This design comes from an exercise in tuning for small area and a short achievable clock period on the open sky130 flow, not from production work.
Power and IR drop assume default switching activity.

==> flow/design.v <==
package cdma_img_fifo_128x11_pkg;
  localparam int DEPTH  = 128;
  localparam int WIDTH  = 11;
  localparam int ADDR_W = 7;
  localparam int CNT_W  = 8;
  typedef logic [ADDR_W-1:0] addr_t;
  typedef logic [CNT_W-1:0]  cnt_t;
  typedef logic [WIDTH-1:0]  data_t;
  localparam cnt_t FULL_CNT = 8'd128;
endpackage
module ram_128x11
(
  input  logic        clk,
  input  logic [7:0]  wlo,
  input  logic [15:0] whi,
  input  logic        we,
  input  logic [10:0] di,
  input  logic [7:0]  rlo,
  input  logic [15:0] rhi,
  output logic [10:0] q
);
  logic [10:0] mem_r [128];
  logic [10:0] grp_s [8];
  always_ff @(posedge clk) begin
    for (int k = 0; k < 128; k++) begin
      if (we & whi[k/8] & wlo[k%8]) begin
        mem_r[k] <= di;
      end
    end
  end
  always_comb begin
    for (int i = 0; i < 8; i++) begin
      grp_s[i] = '0;
      for (int j = 0; j < 16; j++) begin
        grp_s[i] = grp_s[i] | (mem_r[8*j+i] & {11{rhi[j]}});
      end
    end
    q = '0;
    for (int i = 0; i < 8; i++) begin
      q = q | (grp_s[i] & {11{rlo[i]}});
    end
  end
endmodule
module cdma_img_fifo_128x11
(
  input  logic             clk,
  input  logic             reset,
  input  logic             wr_req,
  output logic             wr_ready,
  input  logic [cdma_img_fifo_128x11_pkg::WIDTH-1:0] wr_data,
  output logic             rd_req,
  input  logic             rd_ready,
  output logic [cdma_img_fifo_128x11_pkg::WIDTH-1:0] rd_data,
  input  logic [31:0]      pwrbus_ram_pd
);
  logic  wr_req_in_r;                        
  cdma_img_fifo_128x11_pkg::data_t wr_data_in_r;
  logic  wr_ready_r;                         
  logic  wr_full_r;                          
  cdma_img_fifo_128x11_pkg::cnt_t  wr_count_r;
  logic [7:0]  wr_lo_r;                      
  logic [15:0] wr_hi_r;                      
  logic  wr_popping_r;                       
  logic  rd_pushing_r;                       
  cdma_img_fifo_128x11_pkg::cnt_t  rd_count_r;
  logic [7:0]  rd_lo_r;                      
  logic [15:0] rd_hi_r;                      
  logic  rd_req_p_r;                         
  logic  rd_req_int_r;                       
  cdma_img_fifo_128x11_pkg::data_t rd_data_r;
  cdma_img_fifo_128x11_pkg::data_t ram_q_s;
  logic  wr_accept_s;
  logic  wr_reserving_s;
  logic  wr_inc_s;
  logic  wr_dec_s;
  logic  wr_full_next_s;
  logic  wr_req_in_next_s;
  cdma_img_fifo_128x11_pkg::cnt_t  wr_count_next_s;
  logic  rd_popping_s;
  logic  rd_inc_s;
  logic  rd_dec_s;
  cdma_img_fifo_128x11_pkg::cnt_t  rd_count_next_s;
  logic  rd_req_p_next_s;
  logic  rd_req_int_next_s;
  always_comb begin
    wr_accept_s      = wr_req & wr_ready_r;
    wr_reserving_s   = wr_req_in_r & ~wr_full_r;
    wr_inc_s         = wr_reserving_s & ~wr_popping_r;
    wr_dec_s         = wr_popping_r & ~wr_reserving_s;
    if (wr_inc_s) begin
      wr_count_next_s = wr_count_r + 8'd1;
    end else if (wr_dec_s) begin
      wr_count_next_s = wr_count_r - 8'd1;
    end else begin
      wr_count_next_s = wr_count_r;
    end
    wr_full_next_s   = wr_full_r ? ~wr_popping_r : (wr_inc_s & (wr_count_r == 8'd127));
    wr_req_in_next_s = wr_accept_s | (wr_req_in_r & wr_full_r);
  end
  always_ff @(posedge clk) begin
    if (reset) begin
      wr_req_in_r  <= 1'b0;
      wr_ready_r   <= 1'b1;
      wr_full_r    <= 1'b0;
      wr_count_r   <= 8'd0;
      wr_lo_r      <= 8'd1;
      wr_hi_r      <= 16'd1;
      wr_popping_r <= 1'b0;
    end else begin
      wr_req_in_r  <= wr_req_in_next_s;
      wr_ready_r   <= ~(wr_req_in_next_s & wr_full_next_s);
      wr_full_r    <= wr_full_next_s;
      wr_count_r   <= wr_count_next_s;
      if (wr_reserving_s) begin
        wr_lo_r <= {wr_lo_r[6:0], wr_lo_r[7]};
        if (wr_lo_r[7]) wr_hi_r <= {wr_hi_r[14:0], wr_hi_r[15]};
      end
      wr_popping_r <= rd_popping_s;
    end
  end
  always_ff @(posedge clk) begin
    if (wr_accept_s) begin
      wr_data_in_r <= wr_data;
    end
  end
  always_comb begin
    rd_popping_s      = rd_req_p_r & (~rd_req_int_r | rd_ready);
    rd_inc_s          = rd_pushing_r & ~rd_popping_s;
    rd_dec_s          = rd_popping_s & ~rd_pushing_r;
    if (rd_inc_s) begin
      rd_count_next_s = rd_count_r + 8'd1;
    end else if (rd_dec_s) begin
      rd_count_next_s = rd_count_r - 8'd1;
    end else begin
      rd_count_next_s = rd_count_r;
    end
    rd_req_p_next_s   = rd_pushing_r | (rd_req_p_r & ~(rd_popping_s & (rd_count_r == 8'd1)));
    rd_req_int_next_s = rd_popping_s | (rd_req_int_r & ~rd_ready);
  end
  always_ff @(posedge clk) begin
    if (reset) begin
      rd_pushing_r <= 1'b0;
      rd_count_r   <= 8'd0;
      rd_lo_r      <= 8'd1;
      rd_hi_r      <= 16'd1;
      rd_req_p_r   <= 1'b0;
      rd_req_int_r <= 1'b0;
    end else begin
      rd_pushing_r <= wr_reserving_s;
      rd_count_r   <= rd_count_next_s;
      if (rd_popping_s) begin
        rd_lo_r <= {rd_lo_r[6:0], rd_lo_r[7]};
        if (rd_lo_r[7]) rd_hi_r <= {rd_hi_r[14:0], rd_hi_r[15]};
      end
      rd_req_p_r   <= rd_req_p_next_s;
      rd_req_int_r <= rd_req_int_next_s;
    end
  end
  ram_128x11 u_ram (
    .clk  (clk),
    .wlo  (wr_lo_r),
    .whi  (wr_hi_r),
    .we   (wr_reserving_s),
    .di   (wr_data_in_r),
    .rlo  (rd_lo_r),
    .rhi  (rd_hi_r),
    .q    (ram_q_s)
  );
  always_ff @(posedge clk) begin
    if (rd_popping_s) begin
      rd_data_r <= ram_q_s;
    end
  end
  assign wr_ready = wr_ready_r;
  assign rd_req   = rd_req_int_r;
  assign rd_data  = rd_data_r;
endmodule
export LEC_CHECK = 0
export ABC_CLOCK_PERIOD_IN_PS = 2200
export CAP_MARGIN = 20
export CORE_MARGIN = 2
export CORE_UTILIZATION = 65
export CTS_CLUSTER_DIAMETER = 80
export CTS_CLUSTER_SIZE = 30
export SETUP_SLACK_MARGIN = 2.0
export SLEW_MARGIN = 20
create_clock -name core_clock -period 4.2 [get_ports {clk}]
run.sh (not shown) runs the stock make flow with config.mk's settings and CLKGATE_MAP_FILE= SYNTH_SCRIPT=/design/flow/synth_recipe.tcl, a recipe that flattens the netlist after the stock synthesis.
Then changed:
--- a/flow/design.v
+++ b/flow/design.v
@@ -19,25 +19,39 @@
   input  logic [15:0] rhi,
   output logic [10:0] q
 );
-  logic [10:0] mem_r [128];
-  logic [10:0] grp_s [8];
+  logic [127:0][10:0] mem_r;
+  logic [10:0] grp_s [16];
+  logic [15:0] gwe_s;      
+  logic [7:0]  nlo_s;      
+  logic [127:0] wr_s;      
+  logic [127:0] hold_s;    
+  always_comb begin
+    for (int i = 0; i < 8; i++) begin
+      nlo_s[i] = |(wlo & ~(8'd1 << i));
+    end
+    for (int j = 0; j < 16; j++) begin
+      gwe_s[j] = we & whi[j];
+    end
+    for (int k = 0; k < 128; k++) begin
+      wr_s[k]   = gwe_s[k/8] & wlo[k%8];
+      hold_s[k] = ~gwe_s[k/8] | nlo_s[k%8];
+    end
+  end
   always_ff @(posedge clk) begin
     for (int k = 0; k < 128; k++) begin
-      if (we & whi[k/8] & wlo[k%8]) begin
-        mem_r[k] <= di;
-      end
+      mem_r[k] <= (di & {11{wr_s[k]}}) | (mem_r[k] & {11{hold_s[k]}});
     end
   end
   always_comb begin
-    for (int i = 0; i < 8; i++) begin
-      grp_s[i] = '0;
-      for (int j = 0; j < 16; j++) begin
-        grp_s[i] = grp_s[i] | (mem_r[8*j+i] & {11{rhi[j]}});
+    for (int j = 0; j < 16; j++) begin
+      grp_s[j] = '0;
+      for (int i = 0; i < 8; i++) begin
+        grp_s[j] = grp_s[j] | (mem_r[8*j+i] & {11{rlo[i]}});
       end
     end
     q = '0;
-    for (int i = 0; i < 8; i++) begin
-      q = q | (grp_s[i] & {11{rlo[i]}});
+    for (int j = 0; j < 16; j++) begin
+      q = q | (grp_s[j] & {11{rhi[j]}});
     end
   end
 endmodule
- wire length climbs by about 24%
- die area climbs by about 2.3%
- count of clock-buffer cells in the layout drops by 25
- via count climbs by 46%
- synthesized area climbs by about 2.3%
- first-iteration DRC count climbs by about 50%
- worst hold slack gets better by 0.070 ns
- clock skew climbs by 0.0093 ns
- setup slack gets worse by 0.27 ns
- global-route usage climbs by 5.4 points
- power drops by about 2.2%
- clock power climbs by about 3%
- design area climbs by 0.37%
Function was not checked in any run of this note: the RTL went through the layout flow alone.

[static timing again, ports no longer ideal]
Ports are ideal in the flow. The routed layouts listed here were re-timed in OpenROAD.
Step 1, drivers: a clkbuf_16 drives clk and a buf_2 each remaining input, both assumed.
Step 2, shift: input delay + t, output delay - t, t = (earliest + latest rising clock arrival at the registers) / 2. This alone moves slack from input paths to output paths.
Three values: ideal, step 1, step 2; two values: the first two.
| run | shift t [ns] | slack for setup (ns) | hold WS [ns] | slew at the worst register clock pin (ns) |
|---|---|---|---|---|
| the first run | 0.752 | 1.785 / 1.785 / 1.620 | 0.420 / 0.376 / 0.510 | 0.12 / 0.12 |
| the second run | 0.756 | 1.514 / 1.514 / 1.362 | 0.490 / 0.476 / 0.490 | 0.12 / 0.12 |
After both steps every run listed still meets setup and hold. The setup slack of the first run, which loses most, moves by 0.000 ns with the drivers and by -0.165 ns with both steps.
